Source: an optimization exercise on an open RTL-to-GDS flow (aim: a short achievable clock period and few clock cycles). Production flows keep margins and buffers that such runs may drop. The RTL was checked by simulation tests, not by an equivalence proof against the original design. Power figures rest on the tool's default switching activity, not on a simulated workload.

[design/flow/run.sh]
#!/bin/bash
# synth_recipe.tcl (not shown) runs the flow's synth.tcl, then flattens the netlist and writes it again
# the make line also repeats each setting of config.mk as NAME=value (left out here)
make -C /OpenROAD-flow-scripts/flow DESIGN_CONFIG=/design/flow/config.mk WORK_HOME=/design/flow/orfs CLKGATE_MAP_FILE= SYNTH_SCRIPT=/design/flow/synth_recipe.tcl finish
[design/flow/config.mk]
export PLATFORM = sky130hd
export DESIGN_NAME = riscvCore
export DESIGN_NICKNAME = riscvCore
export VERILOG_FILES = /design/flow/design.v
export SDC_FILE = /design/flow/constraint.sdc
export NUM_CORES = 4
export LEC_CHECK = 0
export CAP_MARGIN = 20
export CORE_MARGIN = 2
export CORE_UTILIZATION = 40
export SETUP_SLACK_MARGIN = 5
export SLEW_MARGIN = 20
[design/flow/constraint.sdc]
create_clock -name core_clock -period 9.0 [get_ports {clk}]
set_input_delay 1.8000 -clock core_clock [delete_from_list [all_inputs] [get_ports {clk}]]
set_output_delay 1.8000 -clock core_clock [all_outputs]
set_load 0.01 [all_outputs]
[design/flow/design.v]
`timescale 1ns/100ps
module regFile #(
    parameter int xlen = 32,
    parameter int regIdxBits = 5
) (
    input  logic                  clk,
    input  logic [regIdxBits-1:0] rdIdxA,
    input  logic [regIdxBits-1:0] rdIdxB,
    input  logic [regIdxBits-1:0] wrIdx,
    input  logic [xlen-1:0]       wrData,
    input  logic                  wrEn,
    output logic [xlen-1:0]       rdDataA,
    output logic [xlen-1:0]       rdDataB
);
    localparam logic [31:0] resetVector = 32'h0000_1000;
    localparam logic [31:0] nopInstr = 32'h0000_0013;
    localparam logic [2:0] f3Beq = 3'b000;
    localparam logic [2:0] f3Bne = 3'b001;
    localparam logic [2:0] f3AddSub = 3'b000;
    localparam logic [2:0] f3Sll = 3'b001;
    localparam logic [2:0] f3Slt = 3'b010;
    localparam logic [2:0] f3Sltu = 3'b011;
    localparam logic [2:0] f3Xor = 3'b100;
    localparam logic [2:0] f3Shr = 3'b101;
    localparam logic [2:0] f3Or = 3'b110;
    localparam logic [2:0] f3And = 3'b111;
    localparam logic [6:0] opReg = 7'b0110011;
    localparam logic [6:0] opImm = 7'b0010011;
    localparam logic [6:0] opLui = 7'b0110111;
    localparam logic [6:0] opLoad = 7'b0000011;
    localparam logic [6:0] opStore = 7'b0100011;
    localparam logic [6:0] opBranch = 7'b1100011;
    localparam logic [3:0] aluAdd = 4'd0;
    localparam logic [3:0] aluSub = 4'd1;
    localparam logic [3:0] aluSll = 4'd2;
    localparam logic [3:0] aluSlt = 4'd3;
    localparam logic [3:0] aluSltu = 4'd4;
    localparam logic [3:0] aluXor = 4'd5;
    localparam logic [3:0] aluSrl = 4'd6;
    localparam logic [3:0] aluSra = 4'd7;
    localparam logic [3:0] aluOr = 4'd8;
    localparam logic [3:0] aluAnd = 4'd9;
    localparam logic [3:0] aluPassB = 4'd10;
    localparam logic [1:0] fromReg = 2'd0;
    localparam logic [1:0] fromExec = 2'd1;
    localparam logic [1:0] fromMem = 2'd2;
    localparam logic [1:0] fromWb = 2'd3;
    function automatic logic writesReg(input logic [31:0] instr);
        logic isWriter;
        isWriter = (instr[6:0] == opReg) || (instr[6:0] == opImm) ||
                   (instr[6:0] == opLui) || (instr[6:0] == opLoad);
        writesReg = isWriter && (instr[11:7] != 5'd0);
    endfunction
    logic [xlen-1:0] regs [1:(2**regIdxBits)-1];
    always_ff @(posedge clk) begin
        if (wrEn && (wrIdx != '0)) begin
            regs[wrIdx] <= wrData;
        end
    end
    always_comb begin
        if (rdIdxA == '0) begin
            rdDataA = '0;
        end else begin
            rdDataA = regs[rdIdxA];
        end
        if (rdIdxB == '0) begin
            rdDataB = '0;
        end else begin
            rdDataB = regs[rdIdxB];
        end
    end
endmodule
`timescale 1ns/100ps
module fetchDecode #(
    parameter int xlen = 32,
    parameter int regIdxBits = 5
) (
    input  logic                  clk,
    input  logic                  reset,
    input  logic                  stall,
    input  logic [xlen-1:0]       icacheDout,
    input  logic                  flush,
    input  logic [xlen-1:0]       branchTarget,
    input  logic [xlen-1:0]       aluResultX,
    input  logic [xlen-1:0]       memForward,
    input  logic [xlen-1:0]       wbData,
    input  logic [xlen-1:0]       instrM,
    input  logic [regIdxBits-1:0] wbIdx,
    input  logic                  wbEn,
    input  logic [xlen-1:0]       rdDataA,
    input  logic [xlen-1:0]       rdDataB,
    output logic [regIdxBits-1:0] rdIdxA,
    output logic [regIdxBits-1:0] rdIdxB,
    output logic [xlen-1:0]       icacheAddr,
    output logic                  icacheRe,
    output logic [xlen-1:0]       instrX,
    output logic [xlen-1:0]       pcX,
    output logic [xlen-1:0]       immX,
    output logic [xlen-1:0]       opAX,
    output logic [xlen-1:0]       opBX
);
    localparam logic [31:0] resetVector = 32'h0000_1000;
    localparam logic [31:0] nopInstr = 32'h0000_0013;
    localparam logic [2:0] f3Beq = 3'b000;
    localparam logic [2:0] f3Bne = 3'b001;
    localparam logic [2:0] f3AddSub = 3'b000;
    localparam logic [2:0] f3Sll = 3'b001;
    localparam logic [2:0] f3Slt = 3'b010;
    localparam logic [2:0] f3Sltu = 3'b011;
    localparam logic [2:0] f3Xor = 3'b100;
    localparam logic [2:0] f3Shr = 3'b101;
    localparam logic [2:0] f3Or = 3'b110;
    localparam logic [2:0] f3And = 3'b111;
    localparam logic [6:0] opReg = 7'b0110011;
    localparam logic [6:0] opImm = 7'b0010011;
    localparam logic [6:0] opLui = 7'b0110111;
    localparam logic [6:0] opLoad = 7'b0000011;
    localparam logic [6:0] opStore = 7'b0100011;
    localparam logic [6:0] opBranch = 7'b1100011;
    localparam logic [3:0] aluAdd = 4'd0;
    localparam logic [3:0] aluSub = 4'd1;
    localparam logic [3:0] aluSll = 4'd2;
    localparam logic [3:0] aluSlt = 4'd3;
    localparam logic [3:0] aluSltu = 4'd4;
    localparam logic [3:0] aluXor = 4'd5;
    localparam logic [3:0] aluSrl = 4'd6;
    localparam logic [3:0] aluSra = 4'd7;
    localparam logic [3:0] aluOr = 4'd8;
    localparam logic [3:0] aluAnd = 4'd9;
    localparam logic [3:0] aluPassB = 4'd10;
    localparam logic [1:0] fromReg = 2'd0;
    localparam logic [1:0] fromExec = 2'd1;
    localparam logic [1:0] fromMem = 2'd2;
    localparam logic [1:0] fromWb = 2'd3;
    function automatic logic writesReg(input logic [31:0] instr);
        logic isWriter;
        isWriter = (instr[6:0] == opReg) || (instr[6:0] == opImm) ||
                   (instr[6:0] == opLui) || (instr[6:0] == opLoad);
        writesReg = isWriter && (instr[11:7] != 5'd0);
    endfunction
    logic [xlen-1:0] pc;
    logic [xlen-1:0] nextPc;
    logic fetchValid;
    logic [xlen-1:0] instrFd;
    logic [xlen-1:0] immFd;
    logic [1:0] selA;
    logic [1:0] selB;
    logic [xlen-1:0] opAFd;
    logic [xlen-1:0] opBFd;
    logic [xlen-1:0] opARegX;
    logic [xlen-1:0] opBRegX;
    logic lateLoadA;
    logic lateLoadB;
    logic loadInX;
    function automatic logic [1:0] pickSource(
        input logic [regIdxBits-1:0] src,
        input logic [xlen-1:0]       instrInX,
        input logic [xlen-1:0]       instrInM,
        input logic [regIdxBits-1:0] idxW,
        input logic                  enW
    );
        logic [1:0] sel;
        sel = fromReg;
        if (src != '0) begin
            if (writesReg(instrInX) && (instrInX[11:7] == src)) begin
                sel = fromExec;
            end else if (writesReg(instrInM) && (instrInM[11:7] == src)) begin
                sel = fromMem;
            end else if (enW && (idxW == src)) begin
                sel = fromWb;
            end
        end
        pickSource = sel;
    endfunction
    assign icacheRe = 1'b1;
    assign nextPc = flush ? branchTarget : pc + 32'd4;
    assign icacheAddr = nextPc;
    assign instrFd = fetchValid ? icacheDout : nopInstr;
    assign rdIdxA = instrFd[19:15];
    assign rdIdxB = instrFd[24:20];
    assign loadInX = (instrX[6:0] == opLoad);
    always_comb begin
        case (instrFd[6:0])
            opImm, opLoad: immFd = {{20{instrFd[31]}}, instrFd[31:20]};
            opStore: immFd = {{20{instrFd[31]}}, instrFd[31:25], instrFd[11:7]};
            opBranch: immFd = {{19{instrFd[31]}}, instrFd[31], instrFd[7],
                               instrFd[30:25], instrFd[11:8], 1'b0};
            opLui: immFd = {instrFd[31:12], 12'b0};
            default: immFd = '0;
        endcase
    end
    always_comb begin
        selA = pickSource(rdIdxA, instrX, instrM, wbIdx, wbEn);
        selB = pickSource(rdIdxB, instrX, instrM, wbIdx, wbEn);
        case (selA)
            fromExec: opAFd = aluResultX;
            fromMem: opAFd = memForward;
            fromWb: opAFd = wbData;
            default: opAFd = rdDataA;
        endcase
        case (selB)
            fromExec: opBFd = aluResultX;
            fromMem: opBFd = memForward;
            fromWb: opBFd = wbData;
            default: opBFd = rdDataB;
        endcase
    end
    assign opAX = lateLoadA ? memForward : opARegX;
    assign opBX = lateLoadB ? memForward : opBRegX;
    always_ff @(posedge clk) begin
        if (reset) begin
            pc <= resetVector - 32'd4;
            fetchValid <= 1'b0;
            instrX <= nopInstr;
            pcX <= '0;
            immX <= '0;
            opARegX <= '0;
            opBRegX <= '0;
            lateLoadA <= 1'b0;
            lateLoadB <= 1'b0;
        end else if (!stall) begin
            pc <= nextPc;
            fetchValid <= 1'b1;
            pcX <= pc;
            immX <= immFd;
            opARegX <= opAFd;
            opBRegX <= opBFd;
            if (flush) begin
                instrX <= nopInstr;
                lateLoadA <= 1'b0;
                lateLoadB <= 1'b0;
            end else begin
                instrX <= instrFd;
                lateLoadA <= loadInX && (selA == fromExec);
                lateLoadB <= loadInX && (selB == fromExec);
            end
        end
    end
endmodule
`timescale 1ns/100ps
module executeStage #(
    parameter int xlen = 32,
    parameter int regIdxBits = 5
) (
    input  logic            clk,
    input  logic            reset,
    input  logic            stall,
    input  logic [xlen-1:0] instrX,
    input  logic [xlen-1:0] pcX,
    input  logic [xlen-1:0] immX,
    input  logic [xlen-1:0] opAX,
    input  logic [xlen-1:0] opBX,
    output logic [xlen-1:0] aluResultX,
    output logic            flush,
    output logic [xlen-1:0] branchTarget,
    output logic [xlen-1:0] dcacheAddr,
    output logic [3:0]      dcacheWe,
    output logic            dcacheRe,
    output logic [xlen-1:0] dcacheDin,
    output logic [xlen-1:0] instrM,
    output logic [xlen-1:0] aluResultM,
    output logic            loadPendingM
);
    localparam logic [31:0] resetVector = 32'h0000_1000;
    localparam logic [31:0] nopInstr = 32'h0000_0013;
    localparam logic [2:0] f3Beq = 3'b000;
    localparam logic [2:0] f3Bne = 3'b001;
    localparam logic [2:0] f3AddSub = 3'b000;
    localparam logic [2:0] f3Sll = 3'b001;
    localparam logic [2:0] f3Slt = 3'b010;
    localparam logic [2:0] f3Sltu = 3'b011;
    localparam logic [2:0] f3Xor = 3'b100;
    localparam logic [2:0] f3Shr = 3'b101;
    localparam logic [2:0] f3Or = 3'b110;
    localparam logic [2:0] f3And = 3'b111;
    localparam logic [6:0] opReg = 7'b0110011;
    localparam logic [6:0] opImm = 7'b0010011;
    localparam logic [6:0] opLui = 7'b0110111;
    localparam logic [6:0] opLoad = 7'b0000011;
    localparam logic [6:0] opStore = 7'b0100011;
    localparam logic [6:0] opBranch = 7'b1100011;
    localparam logic [3:0] aluAdd = 4'd0;
    localparam logic [3:0] aluSub = 4'd1;
    localparam logic [3:0] aluSll = 4'd2;
    localparam logic [3:0] aluSlt = 4'd3;
    localparam logic [3:0] aluSltu = 4'd4;
    localparam logic [3:0] aluXor = 4'd5;
    localparam logic [3:0] aluSrl = 4'd6;
    localparam logic [3:0] aluSra = 4'd7;
    localparam logic [3:0] aluOr = 4'd8;
    localparam logic [3:0] aluAnd = 4'd9;
    localparam logic [3:0] aluPassB = 4'd10;
    localparam logic [1:0] fromReg = 2'd0;
    localparam logic [1:0] fromExec = 2'd1;
    localparam logic [1:0] fromMem = 2'd2;
    localparam logic [1:0] fromWb = 2'd3;
    function automatic logic writesReg(input logic [31:0] instr);
        logic isWriter;
        isWriter = (instr[6:0] == opReg) || (instr[6:0] == opImm) ||
                   (instr[6:0] == opLui) || (instr[6:0] == opLoad);
        writesReg = isWriter && (instr[11:7] != 5'd0);
    endfunction
    logic [6:0] opcode;
    logic [2:0] funct3;
    logic altBit;
    logic [3:0] aluOp;
    logic useImm;
    logic [xlen-1:0] aluB;
    logic [4:0] shamt;
    logic isLoad;
    logic isStore;
    function automatic logic [3:0] aluFromFunct(
        input logic [2:0] f3,
        input logic       alt,
        input logic       isReg
    );
        logic [3:0] op;
        case (f3)
            f3AddSub: op = (isReg && alt) ? aluSub : aluAdd;
            f3Sll: op = aluSll;
            f3Slt: op = aluSlt;
            f3Sltu: op = aluSltu;
            f3Xor: op = aluXor;
            f3Shr: op = alt ? aluSra : aluSrl;
            f3Or: op = aluOr;
            default: op = aluAnd;
        endcase
        aluFromFunct = op;
    endfunction
    assign opcode = instrX[6:0];
    assign funct3 = instrX[14:12];
    assign altBit = instrX[30];
    assign isLoad = (opcode == opLoad);
    assign isStore = (opcode == opStore);
    always_comb begin
        aluOp = aluAdd;
        useImm = 1'b1;
        case (opcode)
            opReg: begin
                aluOp = aluFromFunct(funct3, altBit, 1'b1);
                useImm = 1'b0;
            end
            opImm: aluOp = aluFromFunct(funct3, altBit, 1'b0);
            opLui: aluOp = aluPassB;
            default: ;
        endcase
    end
    assign aluB = useImm ? immX : opBX;
    assign shamt = aluB[4:0];
    always_comb begin
        case (aluOp)
            aluSub: aluResultX = opAX - aluB;
            aluSll: aluResultX = opAX << shamt;
            aluSlt: aluResultX = {{(xlen-1){1'b0}}, $signed(opAX) < $signed(aluB)};
            aluSltu: aluResultX = {{(xlen-1){1'b0}}, opAX < aluB};
            aluXor: aluResultX = opAX ^ aluB;
            aluSrl: aluResultX = opAX >> shamt;
            aluSra: aluResultX = $signed(opAX) >>> shamt;
            aluOr: aluResultX = opAX | aluB;
            aluAnd: aluResultX = opAX & aluB;
            aluPassB: aluResultX = aluB;
            default: aluResultX = opAX + aluB;
        endcase
    end
    assign flush = (opcode == opBranch) &&
                   (((funct3 == f3Beq) && (opAX == opBX)) ||
                    ((funct3 == f3Bne) && (opAX != opBX)));
    assign branchTarget = pcX + immX;
    assign dcacheAddr = aluResultX;
    assign dcacheRe = isLoad;
    assign dcacheWe = {4{isStore}};
    assign dcacheDin = opBX;
    always_ff @(posedge clk) begin
        if (reset) begin
            instrM <= nopInstr;
            loadPendingM <= 1'b0;
        end else if (!stall) begin
            instrM <= instrX;
            loadPendingM <= isLoad;
        end
    end
    always_ff @(posedge clk) begin
        if (!stall) begin
            aluResultM <= aluResultX;
        end
    end
endmodule
`timescale 1ns/100ps
module memWriteback #(
    parameter int xlen = 32,
    parameter int regIdxBits = 5
) (
    input  logic                  clk,
    input  logic                  reset,
    input  logic                  stall,
    input  logic [xlen-1:0]       instrM,
    input  logic [xlen-1:0]       aluResultM,
    input  logic [xlen-1:0]       dcacheDout,
    input  logic                  loadPendingM,
    output logic [xlen-1:0]       memForward,
    output logic [xlen-1:0]       wbData,
    output logic [regIdxBits-1:0] wbIdx,
    output logic                  wbEn
);
    localparam logic [31:0] resetVector = 32'h0000_1000;
    localparam logic [31:0] nopInstr = 32'h0000_0013;
    localparam logic [2:0] f3Beq = 3'b000;
    localparam logic [2:0] f3Bne = 3'b001;
    localparam logic [2:0] f3AddSub = 3'b000;
    localparam logic [2:0] f3Sll = 3'b001;
    localparam logic [2:0] f3Slt = 3'b010;
    localparam logic [2:0] f3Sltu = 3'b011;
    localparam logic [2:0] f3Xor = 3'b100;
    localparam logic [2:0] f3Shr = 3'b101;
    localparam logic [2:0] f3Or = 3'b110;
    localparam logic [2:0] f3And = 3'b111;
    localparam logic [6:0] opReg = 7'b0110011;
    localparam logic [6:0] opImm = 7'b0010011;
    localparam logic [6:0] opLui = 7'b0110111;
    localparam logic [6:0] opLoad = 7'b0000011;
    localparam logic [6:0] opStore = 7'b0100011;
    localparam logic [6:0] opBranch = 7'b1100011;
    localparam logic [3:0] aluAdd = 4'd0;
    localparam logic [3:0] aluSub = 4'd1;
    localparam logic [3:0] aluSll = 4'd2;
    localparam logic [3:0] aluSlt = 4'd3;
    localparam logic [3:0] aluSltu = 4'd4;
    localparam logic [3:0] aluXor = 4'd5;
    localparam logic [3:0] aluSrl = 4'd6;
    localparam logic [3:0] aluSra = 4'd7;
    localparam logic [3:0] aluOr = 4'd8;
    localparam logic [3:0] aluAnd = 4'd9;
    localparam logic [3:0] aluPassB = 4'd10;
    localparam logic [1:0] fromReg = 2'd0;
    localparam logic [1:0] fromExec = 2'd1;
    localparam logic [1:0] fromMem = 2'd2;
    localparam logic [1:0] fromWb = 2'd3;
    function automatic logic writesReg(input logic [31:0] instr);
        logic isWriter;
        isWriter = (instr[6:0] == opReg) || (instr[6:0] == opImm) ||
                   (instr[6:0] == opLui) || (instr[6:0] == opLoad);
        writesReg = isWriter && (instr[11:7] != 5'd0);
    endfunction
    assign memForward = loadPendingM ? dcacheDout : aluResultM;
    always_ff @(posedge clk) begin
        if (reset) begin
            wbIdx <= '0;
            wbEn <= 1'b0;
        end else if (!stall) begin
            wbIdx <= instrM[11:7];
            wbEn <= writesReg(instrM);
        end
    end
    always_ff @(posedge clk) begin
        if (!stall) begin
            wbData <= memForward;
        end
    end
endmodule
`timescale 1ns/100ps
module riscvCore (
    input  logic            clk,
    input  logic            reset,
    input  logic            stall,
    input  logic [31:0]     icacheDout,
    input  logic [31:0]     dcacheDout,
    output logic [31:0]     icacheAddr,
    output logic            icacheRe,
    output logic [31:0]     dcacheAddr,
    output logic [3:0]      dcacheWe,
    output logic            dcacheRe,
    output logic [31:0]     dcacheDin
);
    localparam int xlen = 32;
    localparam int regIdxBits = 5;
    localparam logic [31:0] resetVector = 32'h0000_1000;
    localparam logic [31:0] nopInstr = 32'h0000_0013;
    localparam logic [2:0] f3Beq = 3'b000;
    localparam logic [2:0] f3Bne = 3'b001;
    localparam logic [2:0] f3AddSub = 3'b000;
    localparam logic [2:0] f3Sll = 3'b001;
    localparam logic [2:0] f3Slt = 3'b010;
    localparam logic [2:0] f3Sltu = 3'b011;
    localparam logic [2:0] f3Xor = 3'b100;
    localparam logic [2:0] f3Shr = 3'b101;
    localparam logic [2:0] f3Or = 3'b110;
    localparam logic [2:0] f3And = 3'b111;
    localparam logic [6:0] opReg = 7'b0110011;
    localparam logic [6:0] opImm = 7'b0010011;
    localparam logic [6:0] opLui = 7'b0110111;
    localparam logic [6:0] opLoad = 7'b0000011;
    localparam logic [6:0] opStore = 7'b0100011;
    localparam logic [6:0] opBranch = 7'b1100011;
    localparam logic [3:0] aluAdd = 4'd0;
    localparam logic [3:0] aluSub = 4'd1;
    localparam logic [3:0] aluSll = 4'd2;
    localparam logic [3:0] aluSlt = 4'd3;
    localparam logic [3:0] aluSltu = 4'd4;
    localparam logic [3:0] aluXor = 4'd5;
    localparam logic [3:0] aluSrl = 4'd6;
    localparam logic [3:0] aluSra = 4'd7;
    localparam logic [3:0] aluOr = 4'd8;
    localparam logic [3:0] aluAnd = 4'd9;
    localparam logic [3:0] aluPassB = 4'd10;
    localparam logic [1:0] fromReg = 2'd0;
    localparam logic [1:0] fromExec = 2'd1;
    localparam logic [1:0] fromMem = 2'd2;
    localparam logic [1:0] fromWb = 2'd3;
    function automatic logic writesReg(input logic [31:0] instr);
        logic isWriter;
        isWriter = (instr[6:0] == opReg) || (instr[6:0] == opImm) ||
                   (instr[6:0] == opLui) || (instr[6:0] == opLoad);
        writesReg = isWriter && (instr[11:7] != 5'd0);
    endfunction
    logic [xlen-1:0] instrX;
    logic [xlen-1:0] pcX;
    logic [xlen-1:0] immX;
    logic [xlen-1:0] opAX;
    logic [xlen-1:0] opBX;
    logic flush;
    logic [xlen-1:0] branchTarget;
    logic [xlen-1:0] aluResultX;
    logic [xlen-1:0] memForward;
    logic [xlen-1:0] instrM;
    logic [xlen-1:0] aluResultM;
    logic loadPendingM;
    logic [xlen-1:0] wbData;
    logic [regIdxBits-1:0] wbIdx;
    logic wbEn;
    logic [regIdxBits-1:0] rdIdxA;
    logic [regIdxBits-1:0] rdIdxB;
    logic [xlen-1:0] rdDataA;
    logic [xlen-1:0] rdDataB;
    fetchDecode fetchDecode_i (
        .clk(clk),
        .reset(reset),
        .stall(stall),
        .icacheDout(icacheDout),
        .flush(flush),
        .branchTarget(branchTarget),
        .aluResultX(aluResultX),
        .memForward(memForward),
        .wbData(wbData),
        .instrM(instrM),
        .wbIdx(wbIdx),
        .wbEn(wbEn),
        .rdDataA(rdDataA),
        .rdDataB(rdDataB),
        .rdIdxA(rdIdxA),
        .rdIdxB(rdIdxB),
        .icacheAddr(icacheAddr),
        .icacheRe(icacheRe),
        .instrX(instrX),
        .pcX(pcX),
        .immX(immX),
        .opAX(opAX),
        .opBX(opBX)
    );
    regFile regFile_i (
        .clk(clk),
        .rdIdxA(rdIdxA),
        .rdIdxB(rdIdxB),
        .wrIdx(wbIdx),
        .wrData(wbData),
        .wrEn(wbEn),
        .rdDataA(rdDataA),
        .rdDataB(rdDataB)
    );
    executeStage executeStage_i (
        .clk(clk),
        .reset(reset),
        .stall(stall),
        .instrX(instrX),
        .pcX(pcX),
        .immX(immX),
        .opAX(opAX),
        .opBX(opBX),
        .aluResultX(aluResultX),
        .flush(flush),
        .branchTarget(branchTarget),
        .dcacheAddr(dcacheAddr),
        .dcacheWe(dcacheWe),
        .dcacheRe(dcacheRe),
        .dcacheDin(dcacheDin),
        .instrM(instrM),
        .aluResultM(aluResultM),
        .loadPendingM(loadPendingM)
    );
    memWriteback memWriteback_i (
        .clk(clk),
        .reset(reset),
        .stall(stall),
        .instrM(instrM),
        .aluResultM(aluResultM),
        .dcacheDout(dcacheDout),
        .loadPendingM(loadPendingM),
        .memForward(memForward),
        .wbData(wbData),
        .wbIdx(wbIdx),
        .wbEn(wbEn)
    );
endmodule
==> metrics.yaml <==
clkPwrFrac_pct: 37.0
ys_types: 101
routed_wl_microns: 342600
io_buffers: 167
cts_max_level: 4
r2r_cells: 27
synth_warnings: 4
pin_count: 169
setup_viol: 0
pwr-share-seq_pct: 41.3
grt_max_degree: 111
layout.cells.non_filler: 9607
die_h_microns: 428.3
start_util_pct: 40.32
startpoint: "dcacheDout[0]"
yosys-top-cells-count: "1,056 x edfxtp_1, 641 x mux2i_1, 593 x nand2_1"
synth_area_leaders: "edfxtp_1 44%, mux2i_1 8.9%, dfxtp_1 5.5%"
min_to: "executeStage_i.instrM[4]"
async_reset_ff_share_pct: 0
clock_skew_ps: 28.20
place_ws_ps: 299.6
viasPerCell: 6.836
internal_power_mw: 11.17
hold_viol: 0
die-area_sq_um: 183500
gr-total-overflow: 0
hold_class: "reg -> reg"
yosysMostFrequentCell: "edfxtp_1"
cts.path.max_buffers: 3
synth_top_cell_area_share_pct: 44.03
drive_gt1_share_pct: 25.29
dpl.hpwl_microns: 211800
p_switching_mw: 4.778
worst_pin_slew_ps: 1205
hold_ws_ps: 483.3
drc: 0
num_rows: 155
vdd_ir_drop_max_v: 0.0001953
dp.cells: 8925
synth_ff_type: "edfxtp_1"
path_class: "in -> out"
cts.sinks: 1254
r2r_start: "fetchDecode_i.instrX[6]"
synth.avg_cell_area_sq_um: 10.71
pwr_density_cell_nw_per_um2: 176.1
area_growth_pct: 25.73
drv_cap: 0
hp-start: "executeStage_i.instrM[4]"
synth-seq-cells: 1254
yosysTopAreaCell: "edfxtp_1"
finalInstanceArea_sq_um: 90550
utilization_pct: 50.70
rsz0062_at_grt: "yes"
slew_viol_final: 0
vias: 65670
antenna_found_initial: 12
worstSetupEndpointType: "output port"
whs_path_depth: 2
dpl-instance-area_sq_um: 78040
relSlewSlack_pct: 19.41
synth_cells: 6725
status: "no timing/DRC/antenna violations"
r2r_slack_ps: 3840
syn_nets: 6924
yosysSeqAreaShare_pct: 49.53
setup-tns-final_ps: 0
synth_area_sq_um: 72020
antenna_left: 0
cts_buffers: 143
total_power_mw: 15.94
worst_slack_ps: 1558
sw_frac_of_total_pct: 29.97
grt_pass1_wl_microns: 472000
path_clk_slew_ps: 60
drt-pass1-iter-count: 9
holdBufCountCts: 0
wl_per_cell_microns: 35.66
fmax_mhz: 134.4
clkLatencyLatePin_ps: 800
gp_congestion: 1.045
finalCritPeriodShare_pct: 82.69
cts_tree: "yes"
synth_edf_count: 1056
fillCellCount: 15610
power_frac_comb_pct: 21.8
cts-root-buf: "clkbuf_16"
grt_pass1_vias: 61890
grtUsageTotal_pct: 35.64
nets: 7330
drt_iter0_markers: 9745
reg2reg_to: "fetchDecode_i.opBRegX[24]"
period_minus_slack_ps: 7443
die_w_microns: 428.3
cp_data_required_time_ps: 7200
cp-start-kind: "input port"
core_area_sq_um: 178600
arrival_ps: 5640
power_leakage_nw: 32.68
critical_path.max_fanout: 3
critical path: stages:
cell,delay [ps]
buf_12,120
mux2_4,280
mux2i_4,170
inv_2,80
a21oi_4,130
inv_2,70
ha_4,170
fa_2,350
a211oi_2,240
o311a_1,250
nor3_2,70
a221o_1,390
a311o_2,470
buf_6,150
a21oi_4,170
o21ai_2,80
nor2_1,130
a21oi_2,60
o21ai_2,230
nor2_4,80
buf_2,140
flip-flops by register name, indices dropped and copies added, names as in the netlist:
register and count:
fetchDecode_i.pcX 32, fetchDecode_i.lateLoadA 1, memWriteback_i.wbEn 1, fetchDecode_i.opARegX 32, executeStage_i.instrM 12, memWriteback_i.wbData 32, fetchDecode_i.instrX 16, fetchDecode_i.opBRegX 32
fetchDecode_i.fetchValid 1, regFile_i.regs 992, memWriteback_i.wbIdx 5, fetchDecode_i.lateLoadB 1, fetchDecode_i.pc 32, executeStage_i.aluResultM 32, fetchDecode_i.immX 32, executeStage_i.loadPendingM 1
worst max-delay path by stage:
stage | slack, ps | to | cells past startpoint
after floorplan | 1760 | dcacheAddr[30] | 18
after global placement | 310 | dcacheAddr[22] | 20
after detailed placement | 300 | dcacheAddr[22] | 19
after CTS | 1500 | dcacheAddr[16] | 18
after global routing | 1480 | dcacheAddr[24] | 21
final | 1560 | dcacheAddr[22] | 21
layout make-up:
| cell class | count | area, sq um | area share, % |
|---|---|---|---|
| clock buffers | 194 | 3969 | 4.383 |
| diodes | 7 | 17.52 | 0.01934 |
| multi-input cells | 4742 | 38040 | 42.00 |
| well taps | 2355 | 2947 | 3.254 |
| repair buffers | 826 | 8423 | 9.302 |
| flip-flops and latches | 1254 | 35700 | 39.42 |
| inverters | 164 | 815.8 | 0.9009 |
| clock inverters | 65 | 649.4 | 0.7171 |
routing by layer:
| metal | global-route usage, % | part of all wire (%) |
|---|---|---|
| met5 | 0 | 0.013 |
| met4 | 22.14 | 7.4 |
| met3 | 8.398 | 11 |
| met2 | 53.78 | 43 |
| met1 | 46.20 | 38 |
cell usage in the layout, fill, tap and decap left out, types with 39 or more instances in the layout:
cell	instances
nand2_1	554
nor2_4	60
clkbuf_16	154
a221o_1	50
buf_6	236
a31oi_1	135
mux2_4	67
nor3_1	144
a21oi_1	344
edfxtp_1	1056
inv_1	97
o221ai_1	75
a211oi_1	175
a22oi_1	49
o21ai_0	223
ha_1	103
buf_4	414
o22ai_1	79
clkbuf_1	39
a2111oi_0	64
mux4_2	76
xor2_1	42
xnor2_1	66
a21oi_2	73
buf_12	49
o211ai_1	52
mux2i_1	598
nand3_1	73
a221oi_1	184
nor2_1	421
nor2b_1	112
dfxtp_1	184
power by group through the flow:
stage / registers, mW / clock network [mW] / logic (mW)
3_5_place_dp: 6.75 / 0 / 2.59
6_report: 6.58 / 5.89 / 3.47
3_3_place_gp: 6.74 / 0 / 2.60
5_1_grt: 6.59 / 6.16 / 3.55
2_1_floorplan: 6.67 / 0 / 1.48
4_1_cts: 6.63 / 5.92 / 3.11
logic make-up (layout without fill, tap and decap cells):
family                     count (synthesis)  count (layout)  share of synthesized area [%]
AOI/OAI and AO/OA                       1990            1990                          19.20
and+or+nand+nor                         1662            1673                          10.37
xor gates and xnor gates                 132             132                          1.605
muxes                                    814             814                          12.88
other                                      1               8                       0.005207
adders and majority gates                132             132                          2.325
buffers and inverters                    740            1249                          4.077
DFF                                     1254            1254                          49.53
timing repair:
item / in CTS / in global routing
pin swaps: 245 / 147
gates resized for setup: 1219 / 305
cloned: 17 / 7
endpoints found under the setup margin: 245 / 264
setup buffers: 302 / 74
Testbench counts, summed over its fixed seeds: cycles 57,270.

-- static timing again, ports no longer ideal --
How much do the figures lean on ideal ports? The routed layout below was timed once more, with nothing changed but the port constraints. Step 1, drivers: a clkbuf_16 drives clk and a buf_2 each remaining input, both assumed. Step 2, shift: input delay + t, output delay - t, t = (earliest + latest rising clock arrival at the registers) / 2. This alone moves slack from input paths to output paths. Slacks: ideal / step 1 / step 2; pairs: ideal / step 1.
t (ns): 0.887
setup WS [ns]: 1.557 / 1.510 / 1.510
worst hold slack (ns): 0.483 / 0.483 / 0.483
worst slew at a driven data input, ns: 0.17
After both steps setup and hold are still met in this run. The setup slack of this run moves by -0.047 ns with the drivers and by -0.047 ns with both steps.
